What follows belongs to an exercise in optimizing a design on an open flow for small area and a short achievable clock period; a production flow would make more cautious choices. RTL that was checked went through simulation tests only; none was proved equivalent to the original. Power figures rest on the tool's default switching activity, not on a simulated workload.

main:
==> module mips_alu, before the edit <==
module mips_alu
#(
  parameter int ADDER = 0    
)
(
  input  logic [WORD_W-1:0] rs_data,
  input  logic [WORD_W-1:0] rt_data,
  input  logic [15:0]       imm,
  input  logic [4:0]        sa,
  input  logic              imm_op,
  input  logic              imm_sext,
  input  logic              sub,
  input  logic              sh_var,
  input  logic              sh_left,
  input  logic              sh_arith,
  input  logic [1:0]        lop,
  input  logic              sel_sum,
  input  logic              sel_logic,
  input  logic              sel_less,
  input  logic              less_uns,
  input  logic              sel_sll,
  input  logic              sel_sr,
  input  logic              sel_lui,
  output logic [WORD_W-1:0] result,
  output logic              overflow,
  output logic              equal
);
  localparam int N = WORD_W;
  logic [N-1:0] a;
  logic [N-1:0] b;
  logic [N-1:0] bx;
  logic [N-1:0] p;
  logic [N-1:0] g;
  logic [N:0]   c;       
  logic [N-1:0] sum;
  logic         less;
  logic [N-1:0] logic_r;
  assign a = rs_data;
  assign b = imm_op ? {{16{imm_sext & imm[15]}}, imm} : rt_data;
  assign bx = b ^ {N{sub}};
  assign p  = a ^ bx;
  assign g  = a & bx;
  logic [N-1:0] gc;
  mips_prefix #(.W(N), .ARCH(ADDER)) i_prefix (
    .g  ({g[N-1:1], g[0] | (p[0] & sub)}),
    .p  (p),
    .gc (gc)
  );
  assign c[N:1] = gc;
  assign c[0] = sub;
  assign sum  = p ^ c[N-1:0];
  assign overflow = c[N-1] ^ c[N];
  assign less  = less_uns ? ~c[N] : (p[N-1] ^ c[N]);
  assign equal = ~|p;
  logic lg_g;
  logic lg_o;
  logic lg_x;
  logic lg_n;
  assign lg_g = sel_logic & (lop == 2'b00);
  assign lg_o = sel_logic & (lop == 2'b01);
  assign lg_x = sel_logic & (lop == 2'b10);
  assign lg_n = sel_logic & (lop == 2'b11);
  assign logic_r = ({N{lg_g}} & g) | ({N{lg_o}} & (p | g)) | ({N{lg_x}} & ~p)
                 | ({N{lg_n}} & ~(a | b));
  logic [4:0]   shamt;
  logic [N-1:0] sh_in;
  logic [N-1:0] sh_out;
  logic         fill;
  assign shamt = sh_var ? rs_data[4:0] : sa;
  assign fill  = sh_arith & rt_data[N-1];
  always_comb
  begin
    for (int i = 0; i < N; i++)
      sh_in[i] = sh_left ? rt_data[N-1-i] : rt_data[i];
  end
  logic [N-1:0] s1, s2, s3, s4;
  assign s1     = shamt[4] ? {{16{fill}}, sh_in[N-1:16]} : sh_in;
  assign s2     = shamt[3] ? {{8{fill}},  s1[N-1:8]}     : s1;
  assign s3     = shamt[2] ? {{4{fill}},  s2[N-1:4]}     : s2;
  assign s4     = shamt[1] ? {{2{fill}},  s3[N-1:2]}     : s3;
  assign sh_out = shamt[0] ? {fill,       s4[N-1:1]}     : s4;
  logic [N-1:0] sh_rev;
  always_comb
  begin
    for (int i = 0; i < N; i++)
      sh_rev[i] = sh_out[N-1-i];
  end
  assign result = ({N{sel_sum}}   & sum)
                | logic_r
                | ({N{sel_less}}  & {{(N-1){1'b0}}, less})
                | ({N{sel_sll}}   & sh_rev)
                | ({N{sel_sr}}    & sh_out)
                | ({N{sel_lui}}   & {imm, 16'h0000});
endmodule
export LEC_CHECK = 0
export ABC_AREA = 1
export CAP_MARGIN = 20
export CORE_MARGIN = 2
export CORE_UTILIZATION = 50
export PLACE_DENSITY = 0.75
export SETUP_SLACK_MARGIN = 3.0
export SLEW_MARGIN = 20
export BUFFER_PORTS_ARGS = -buffer_cell sky130_fd_sc_hd__buf_1
create_clock -name core_clock -period 8.0 [get_ports {clk}]
standard.sh (not shown) runs the stock make flow with config.mk's settings and CLKGATE_MAP_FILE= SYNTH_SCRIPT=/design/flow/synth_recipe.tcl, a recipe that flattens the netlist after the stock synthesis.
==> flow/flow/run.sh <==
#!/bin/bash
set -e
echo "export BUFFER_PORTS_ARGS = -buffer_cell sky130_fd_sc_hd__buf_1" >> config.mk
export BUFFER_PORTS_ARGS="-buffer_cell sky130_fd_sc_hd__buf_1"
bash standard.sh > standard.log 2>&1
Edits applied to the flow inputs when going from main to the feature branch:
--- a/flow/design.v
+++ b/flow/design.v
@@ -243,18 +243,19 @@
   logic [N-1:0] sh_rev;
   always_comb
   begin
     for (int i = 0; i < N; i++)
       sh_rev[i] = sh_out[N-1-i];
   end
-  assign result = ({N{sel_sum}}   & sum)
-                | logic_r
-                | ({N{sel_less}}  & {{(N-1){1'b0}}, less})
-                | ({N{sel_sll}}   & sh_rev)
-                | ({N{sel_sr}}    & sh_out)
-                | ({N{sel_lui}}   & {imm, 16'h0000});
+  logic [N-1:0] other;
+  assign other = logic_r
+               | ({N{sel_sll}} & sh_rev)
+               | ({N{sel_sr}}  & sh_out)
+               | ({N{sel_lui}} & {imm, 16'h0000});
+  assign result[N-1:1] = sel_sum ? sum[N-1:1] : other[N-1:1];
+  assign result[0]     = sel_sum ? sum[0] : (sel_less ? less : other[0]);
 endmodule
 module mips_prefix
 #(
   parameter int W    = 32,
   parameter int ARCH = 0    
 )
--- outcome ---
Summary: with main as the reference, mean post-synth cell area in the feature branch moved up slightly. Comparing main against the feature branch, there is no change at all in total number of nets in the final design. ~same worst slew slack as a fraction of its limit in main and the feature branch. The feature branch vs main — total of cells resized after clock tree synthesis dropped 25. As far as count of port buffers added during placement goes, main and the feature branch are indistinguishable; the numbers are identical. Across both runs, combinational power share was higher for the feature branch than for main. The feature branch: worst path setup slack after routing is 0.041 ns lower than what main reported. Wire length of the first global-routing pass, the feature branch vs main: up slightly. main has a higher count of buffers added by post-CTS timing repair for setup than the feature branch. Taking main as the reference, in the feature branch final wirelength now larger; total buffers and inverters traversed by the critical path now larger. The feature branch vs main — met3 layer usage reported by global route dropped 0.39 points. The feature branch: met2 routing resource usage after global routing is 2.6 points lower than what main reported.
For the feature branch, only the layout was checked, not whether the RTL still works.

---

Setup of oak:
Another version of the RTL of mips_exec_stage (not shown whole).
Size in the first run: roughly 1,400 cells after synthesis, roughly 270 I/O pins, roughly 11,000 um^2 of cells after synthesis.
==> module mips_commit, before the edit <==
module mips_commit
#(
  parameter bit MERGE_EPC = 1'b1
)
(
  input  logic                  clk,
  input  logic                  rst_n,
  input  logic                  instr_valid,
  input  logic                  writes_reg,
  input  logic [REG_ADDR_W-1:0] waddr,
  input  logic                  checks_ov,
  input  logic                  reserved,
  input  logic                  link,        
  input  logic [WORD_W-1:0]     alu_result,
  input  logic                  overflow,
  input  logic                  taken,
  input  logic [PC_W-1:0]       pc_wdata,
  input  logic [PC_W-1:0]       pc_crnt,
  input  logic                  cause_bd,
  input  logic                  exl,
  output logic                  greg_wen,
  output logic [REG_ADDR_W-1:0] greg_waddr,
  output logic [WORD_W-1:0]     greg_wdata,
  output logic                  pcreg_wen,
  output logic [PC_W-1:0]       pcreg_wdata,
  output logic                  exception,
  output logic                  cause_wen,
  output logic [3:0]            cause_excode,
  output logic                  epc_wen,
  output logic [WORD_W-1:0]     epc_data
);
  logic            trap;    
  logic            exc;
  logic [PC_W-1:0] epc_word;
  logic [PC_W-1:0] zrun;
  logic            exc_q;
  logic            xwen_q;
  logic [2:1]      excode_q;
  assign trap = reserved | (checks_ov & overflow);
  assign exc  = instr_valid & trap;
  mips_prefix #(.W(PC_W), .ARCH(0)) i_zrun (
    .g  ({{(PC_W-1){1'b0}}, cause_bd & ~(link & ~reserved)}),
    .p  ({~pc_crnt[PC_W-2:0], 1'b0}),
    .gc (zrun)
  );
  assign epc_word = pc_crnt ^ zrun;
  always_ff @(posedge clk)
  begin
    if (!rst_n)
    begin
      greg_wen  <= 1'b0;
      pcreg_wen <= 1'b0;
      exc_q     <= 1'b0;
      xwen_q    <= 1'b0;
    end
    else
    begin
      greg_wen  <= instr_valid & writes_reg & ~trap;
      pcreg_wen <= instr_valid & (trap | taken);
      exc_q     <= exc;
      xwen_q    <= exc & ~exl;   
    end
  end
  assign exception = exc_q;
  assign cause_wen = xwen_q;
  assign epc_wen   = xwen_q;
  always_ff @(posedge clk)
  begin
    greg_waddr  <= waddr;
    pcreg_wdata <= pc_wdata;
    excode_q    <= {~reserved, reserved};
  end
  assign cause_excode = {1'b1, excode_q, 1'b0};
  generate
    if (MERGE_EPC)
    begin : g_merge
      logic [WORD_W-1:0] wdata_q;
      always_ff @(posedge clk)
        wdata_q <= (trap | link) ? {epc_word, 2'b00} : alu_result;
      assign greg_wdata = wdata_q;
      assign epc_data   = wdata_q;
    end
    else
    begin : g_split
      logic [WORD_W-1:0] wdata_q;
      logic [PC_W-1:0]   epc_q;
      always_ff @(posedge clk)
      begin
        wdata_q <= link ? {pc_crnt, 2'b00} : alu_result;
        epc_q   <= epc_word;
      end
      assign greg_wdata = wdata_q;
      assign epc_data   = {epc_q, 2'b00};
    end
  endgenerate
endmodule
Settings: LEC_CHECK=0, CAP_MARGIN=20, CORE_MARGIN=2, CORE_UTILIZATION=25, SETUP_SLACK_MARGIN=2.5, SLEW_MARGIN=20, BUFFER_PORTS_ARGS=-buffer_cell sky130_fd_sc_hd__buf_1; clock period 8.0 ns.
Scripts as last shown in full above: flow/flow/run.sh
diff inputs: oak => pine
--- a/flow/design.v
+++ b/flow/design.v
@@ -404,13 +404,13 @@
   assign pc_wdata = br_target ? target : PC_W'(32'h2000_0000);
 endmodule
 `timescale 1ns/1ns
 import mips_pkg::*;
 module mips_commit
 #(
-  parameter bit MERGE_EPC = 1'b1
+  parameter bit MERGE_EPC = 1'b0
 )
 (
   input  logic                  clk,
   input  logic                  rst_n,
   input  logic                  instr_valid,
   input  logic                  writes_reg,
Findings:
The sequential power of pine exceeds that of oak by about 43%.
The lower global-route usage came out of oak.
In pine relative to oak, total chip power had gone up by a little under 10%.
Diff oak -> pine: sequential cell count picked up an extra 41%; total number of vias now sits higher; cell count went up by 4.5%.
No functional check of the RTL was part of any run of this note.

---

Setup of epsilon:
RTL: one of the versions met above, not the one the previous note started from.
Size in the first run: about 2000 cells after synthesis, about 73 flip-flops, ~270 I/O pins, roughly 12000 µm² of cells after synthesis.
==> module mips_field_decode, before the edit <==
module mips_field_decode
(
  input  logic [WORD_W-1:0]     instr,
  output logic                  imm_op,      
  output logic                  imm_sext,    
  output logic                  sub,         
  output logic                  sh_var,      
  output logic                  sh_left,
  output logic                  sh_arith,
  output logic [1:0]            lop,         
  output logic                  sel_sum,
  output logic                  sel_logic,
  output logic                  sel_less,
  output logic                  less_uns,
  output logic                  sel_sll,
  output logic                  sel_sr,
  output logic                  sel_lui,
  output logic                  sel_link,
  output logic                  br_r,        
  output logic                  br_regimm,   
  output logic                  br_j,        
  output logic                  br_eq,       
  output logic                  br_lez,      
  output logic                  br_inv,      
  output logic                  br_target,   
  output logic                  tgt_jr,
  output logic                  tgt_j,
  output logic                  writes_reg,
  output logic [REG_ADDR_W-1:0] waddr,
  output logic                  checks_ov,
  output logic                  reserved
);
  logic [5:0] op;
  logic [5:0] fn;
  logic [4:0] f_rt;
  logic [4:0] f_rd;
  logic       op_lo0;    
  logic       r_t;       
  logic       i_t;       
  logic       jal;
  logic       fn_ok;
  logic       wr;
  assign op   = instr[31:26];
  assign fn   = instr[5:0];
  assign f_rt = instr[20:16];
  assign f_rd = instr[15:11];
  assign op_lo0 = (op[3:0] == 4'b0000);
  assign r_t    = op_lo0;
  assign i_t    = op[3];
  assign jal    = (op[3:0] == 4'b0011);
  always_comb
  begin
    case (fn)
      6'h00, 6'h02, 6'h03, 6'h04, 6'h06, 6'h07, 6'h08, 6'h09,
      6'h20, 6'h21, 6'h22, 6'h23, 6'h24, 6'h25, 6'h26, 6'h27,
      6'h2a, 6'h2b: fn_ok = 1'b1;
      default:      fn_ok = 1'b0;
    endcase
  end
  always_comb
  begin
    reserved = 1'b0;
    if (op[5:4] != 2'b00)
      reserved = 1'b1;
    else if (op[3:0] == 4'b0000)
      reserved = ~fn_ok;
    else if (op[3:0] == 4'b0001)
      reserved = (f_rt[4:1] != 4'b0000);
  end
  assign imm_op   = i_t;
  assign imm_sext = ~op[2];
  assign sub      = i_t ? op[1] : (fn[1] & ~op[2]);
  assign sh_var   = fn[2];
  assign sh_left  = ~fn[1];
  assign sh_arith = fn[0];
  assign lop      = i_t ? op[1:0] : fn[1:0];
  assign sel_sum   = i_t ? (~op[2] & ~op[1]) : (fn[5] & ~fn[3] & ~fn[2]);
  assign sel_logic = i_t ? (op[2] & ~(op[1] & op[0])) : (fn[5] & fn[2]);
  assign sel_less  = i_t ? (~op[2] & op[1]) : (fn[5] & fn[3]);
  assign less_uns  = i_t ? op[0] : fn[0];
  assign sel_sll   = ~i_t & ~fn[5] & ~fn[1];
  assign sel_sr    = ~i_t & ~fn[5] & fn[1];
  assign sel_lui   = i_t & op[2] & op[1] & op[0];
  assign sel_link  = (r_t & ~fn[5] & fn[3]) | jal;
  assign br_r      = r_t & ~fn[5] & fn[3];
  assign br_regimm = (op[3:0] == 4'b0001);
  assign br_j      = (op[3:1] == 3'b001);
  assign br_eq     = (op[3:1] == 3'b010);
  assign br_lez    = (op[3:1] == 3'b011);
  assign br_inv    = br_regimm ? f_rt[0] : op[0];
  assign br_target = (op[5:3] == 3'b000) &
                     ((op[2:0] == 3'b000) ? (fn[5:1] == 5'b00100) :
                      (op[2:0] == 3'b001) ? (f_rt[4:1] == 4'b0000) : 1'b1);
  assign tgt_jr    = ~op[2] & ~op[1] & ~op[0];
  assign tgt_j     = ~op[2] & op[1];
  assign wr         = (r_t & ~(~fn[5] & fn[3] & ~fn[0])) | i_t | jal;
  assign waddr      = op[3] ? f_rt : (f_rd | {5{op[0]}});
  assign writes_reg = wr & (waddr != 5'd0);
  assign checks_ov  = (r_t & fn[5] & ~fn[3] & ~fn[2] & ~fn[0]) |
                      (op[3] & ~op[2] & ~op[1] & ~op[0]);
endmodule
Settings: LEC_CHECK=0, ABC_AREA=1, CAP_MARGIN=20, CORE_MARGIN=2, CORE_UTILIZATION=50, PLACE_DENSITY=0.75, SETUP_SLACK_MARGIN=3.25, SLEW_MARGIN=20, BUFFER_PORTS_ARGS=-buffer_cell sky130_fd_sc_hd__buf_1; clock period 8.0 ns.
Scripts as last shown in full above: flow/flow/run.sh
The following lists how delta was set up differently from epsilon:
-- flow/design.v --
<<< epsilon, line 128
  assign imm_op   = i_t;
  assign imm_sext = ~op[2];
  assign sub      = i_t ? op[1] : (fn[1] & ~op[2]);
  assign sh_var   = fn[2];
  assign sh_left  = ~fn[1];
>>> delta, line 128
  assign imm_op   = i_t;
  assign imm_sext = ~op[2];
  assign sub      = i_t ? op[1] : fn[1];
  assign sh_var   = fn[2];
  assign sh_left  = ~fn[1];
<<< epsilon, line 213
  assign overflow = c[N-1] ^ c[N];
  assign less  = less_uns ? ~c[N] : (p[N-1] ^ c[N]);
  assign equal = ~|p;
  logic lg_g;
  logic lg_o;
>>> delta, line 213
  assign overflow = c[N-1] ^ c[N];
  assign less  = less_uns ? ~c[N] : (p[N-1] ^ c[N]);
  assign equal = sub ? &p : ~|p;
  logic lg_g;
  logic lg_o;
==> comparison <==
Timing, DRC, antenna: 0 failures across epsilon and delta
Diff epsilon -> delta: number of clock buffer instances in the layout shows a reduction of 1, total length of routed wires up 1300 µm.
Delta (delta minus epsilon): worst setup slack rose by 0.052 ns; height of the chip stayed essentially flat; part of the power in combinational logic rose by 0.2 points; placer congestion estimate stayed essentially flat; number of nets in the layout rose by about 0.5%.
Delta (delta minus epsilon): total internal power went down about 9%, clock-pin slew on the worst setup and hold paths held steady, gate count after technology mapping rose about 1%, cell area after layout now sits lower.
| met2 track utilization from global routing | delta vs epsilon | 0.98 points lower |
Critical path capture point: i_commit.g_merge.wdata_q[30] -> delta, i_commit.g_merge.wdata_q[17] -> epsilon
Of epsilon and delta, delta shows the higher critical path depth, with epsilon below it.
Density: delta sparser than epsilon

---

RTL: one of the versions met above, not the one the previous note started from.
Size in the first run: roughly 73 flip-flops, ~270 I/O pins, roughly 11000 um^2 of cells after synthesis.
==> module mips_alu, before the edit <==
module mips_alu
#(
  parameter int ADDER = 0    
)
(
  input  logic [WORD_W-1:0] rs_data,
  input  logic [WORD_W-1:0] rt_data,
  input  logic [15:0]       imm,
  input  logic [4:0]        sa,
  input  logic              imm_op,
  input  logic              imm_sext,
  input  logic              sub,
  input  logic              sh_var,
  input  logic              sh_left,
  input  logic              sh_arith,
  input  logic [1:0]        lop,
  input  logic              sel_sum,
  input  logic              sel_logic,
  input  logic              sel_less,
  input  logic              less_uns,
  input  logic              sel_sll,
  input  logic              sel_sr,
  input  logic              sel_lui,
  output logic [WORD_W-1:0] result,
  output logic              overflow,
  output logic              equal
);
  localparam int N = WORD_W;
  logic [N-1:0] a;
  logic [N-1:0] b;
  logic [N-1:0] bx;
  logic [N-1:0] p;
  logic [N-1:0] g;
  logic [N:0]   c;       
  logic [N-1:0] sum;
  logic         less;
  logic [N-1:0] logic_r;
  assign a = rs_data;
  assign b = imm_op ? {{16{imm_sext & imm[15]}}, imm} : rt_data;
  assign bx = b ^ {N{sub}};
  assign p  = a ^ bx;
  assign g  = a & bx;
  logic [N-1:0] gc;
  mips_prefix #(.W(N), .ARCH(ADDER)) i_prefix (
    .g  ({g[N-1:1], g[0] | (p[0] & sub)}),
    .p  (p),
    .gc (gc)
  );
  assign c[N:1] = gc;
  assign c[0] = sub;
  assign sum  = p ^ c[N-1:0];
  assign overflow = c[N-1] ^ c[N];
  assign less  = less_uns ? ~c[N] : (p[N-1] ^ c[N]);
  assign equal = ~|p;
  logic lg_g;
  logic lg_o;
  logic lg_x;
  logic lg_n;
  assign lg_g = sel_logic & (lop == 2'b00);
  assign lg_o = sel_logic & (lop == 2'b01);
  assign lg_x = sel_logic & (lop == 2'b10);
  assign lg_n = sel_logic & (lop == 2'b11);
  assign logic_r = ({N{lg_g}} & g) | ({N{lg_o}} & (p | g)) | ({N{lg_x}} & ~p)
                 | ({N{lg_n}} & ~(a | b));
  logic [4:0]   shamt;
  logic [N-1:0] sh_in;
  logic [N-1:0] sh_out;
  logic         fill;
  assign shamt = sh_var ? rs_data[4:0] : sa;
  assign fill  = sh_arith & rt_data[N-1];
  always_comb
  begin
    for (int i = 0; i < N; i++)
      sh_in[i] = sh_left ? rt_data[N-1-i] : rt_data[i];
  end
  logic [N-1:0] s1, s2, s3, s4;
  assign s1     = shamt[4] ? {{16{fill}}, sh_in[N-1:16]} : sh_in;
  assign s2     = shamt[3] ? {{8{fill}},  s1[N-1:8]}     : s1;
  assign s3     = shamt[2] ? {{4{fill}},  s2[N-1:4]}     : s2;
  assign s4     = shamt[1] ? {{2{fill}},  s3[N-1:2]}     : s3;
  assign sh_out = shamt[0] ? {fill,       s4[N-1:1]}     : s4;
  logic [N-1:0] sh_rev;
  always_comb
  begin
    for (int i = 0; i < N; i++)
      sh_rev[i] = sh_out[N-1-i];
  end
  logic [N-1:0] other;
  assign other = logic_r
               | ({N{sel_sll}} & sh_rev)
               | ({N{sel_sr}}  & sh_out)
               | ({N{sel_lui}} & {imm, 16'h0000});
  assign result[N-1:1] = sel_sum ? sum[N-1:1] : other[N-1:1];
  assign result[0]     = sel_sum ? sum[0] : (sel_less ? less : other[0]);
endmodule
Settings: LEC_CHECK=0, CAP_MARGIN=20, CORE_MARGIN=2, CORE_UTILIZATION=50, PLACE_DENSITY=0.75, SETUP_SLACK_MARGIN=3.0, SLEW_MARGIN=20, BUFFER_PORTS_ARGS=-buffer_cell sky130_fd_sc_hd__buf_1; clock period 8.0 ns.
Scripts as last shown in full above: flow/flow/run.sh
Change:
--- a/flow/design.v
+++ b/flow/design.v
@@ -130,17 +130,17 @@
   assign sub      = i_t ? op[1] : (fn[1] & ~op[2]);
   assign sh_var   = fn[2];
   assign sh_left  = ~fn[1];
   assign sh_arith = fn[0];
   assign lop      = i_t ? op[1:0] : fn[1:0];
-  assign sel_sum   = i_t ? (~op[2] & ~op[1]) : (fn[5] & ~fn[3] & ~fn[2]);
-  assign sel_logic = i_t ? (op[2] & ~(op[1] & op[0])) : (fn[5] & fn[2]);
-  assign sel_less  = i_t ? (~op[2] & op[1]) : (fn[5] & fn[3]);
+  assign sel_sum   = (r_t & fn[5] & ~fn[3] & ~fn[2]) | (i_t & ~op[2] & ~op[1]);
+  assign sel_logic = (r_t & fn[5] & ~fn[3] & fn[2]) | (i_t & op[2] & ~(op[1] & op[0]));
+  assign sel_less  = (r_t & fn[5] & fn[3]) | (i_t & ~op[2] & op[1]);
   assign less_uns  = i_t ? op[0] : fn[0];
-  assign sel_sll   = ~i_t & ~fn[5] & ~fn[1];
-  assign sel_sr    = ~i_t & ~fn[5] & fn[1];
-  assign sel_lui   = i_t & op[2] & op[1] & op[0];
+  assign sel_sll   = r_t & ~fn[5] & ~fn[3] & ~fn[1];
+  assign sel_sr    = r_t & ~fn[5] & ~fn[3] & fn[1];
+  assign sel_lui   = i_t & (op[2:0] == 3'b111);
   assign sel_link  = (r_t & ~fn[5] & fn[3]) | jal;
   assign br_r      = r_t & ~fn[5] & fn[3];
   assign br_regimm = (op[3:0] == 4'b0001);
   assign br_j      = (op[3:1] == 3'b001);
   assign br_eq     = (op[3:1] == 3'b010);
@@ -244,17 +244,16 @@
   always_comb
   begin
     for (int i = 0; i < N; i++)
       sh_rev[i] = sh_out[N-1-i];
   end
-  logic [N-1:0] other;
-  assign other = logic_r
-               | ({N{sel_sll}} & sh_rev)
-               | ({N{sel_sr}}  & sh_out)
-               | ({N{sel_lui}} & {imm, 16'h0000});
-  assign result[N-1:1] = sel_sum ? sum[N-1:1] : other[N-1:1];
-  assign result[0]     = sel_sum ? sum[0] : (sel_less ? less : other[0]);
+  assign result = ({N{sel_sum}}   & sum)
+                | logic_r
+                | ({N{sel_less}}  & {{(N-1){1'b0}}, less})
+                | ({N{sel_sll}}   & sh_rev)
+                | ({N{sel_sr}}    & sh_out)
+                | ({N{sel_lui}}   & {imm, 16'h0000});
 endmodule
 module mips_prefix
 #(
   parameter int W    = 32,
   parameter int ARCH = 0    
=> Die area is about the same. Combinational power shrinks by about 7%. Total power goes down by 4.6%. Synthesized area stays flat. Routed wire length shrinks by 1.3%. Final cell count went down by 1.6%. Design area shrinks by about 1%. Clock power hardly moves. Worst setup slack gets better by 0.054 ns. Clock-buffer cell count stays the same. Hold slack improves by 0.061 ns.
For the first run of this note, only the layout was checked, not whether the RTL still works.

[static timing again, ports no longer ideal]
Ports are ideal in the flow. The routed layouts listed here were re-timed in OpenROAD. Step 1, drivers: a clkbuf_16 drives clk and a buf_2 each remaining input, both assumed. Step 2 also shifts input and output timing later by t, the mid clock arrival at the registers, as if the neighbouring blocks saw the same clock. Three values: ideal ports, drivers, drivers and shift; two values: the first two.
run	t, ns	setup WS [ns]	slew at the worst register clock pin (ns)
main	0.398	3.070 / 3.091 / 2.693	0.07 / 0.07
the feature branch	0.403	3.029 / 3.056 / 2.653	0.07 / 0.07
oak	0.399	2.562 / 2.572 / 2.173	0.06 / 0.06
pine	0.436	2.501 / 2.527 / 2.091	0.09 / 0.09
epsilon	0.408	3.337 / 3.332 / 2.924	0.07 / 0.07
delta	0.398	3.389 / 3.397 / 2.999	0.07 / 0.07
the first run of note 4	0.407	2.929 / 2.938 / 2.531	0.08 / 0.08
the second run of note 4	0.401	2.983 / 2.985 / 2.584	0.08 / 0.08
After both steps setup and hold are still met in every run listed. The setup slack of epsilon, which loses most, moves by -0.005 ns with the drivers and by -0.413 ns with both steps.
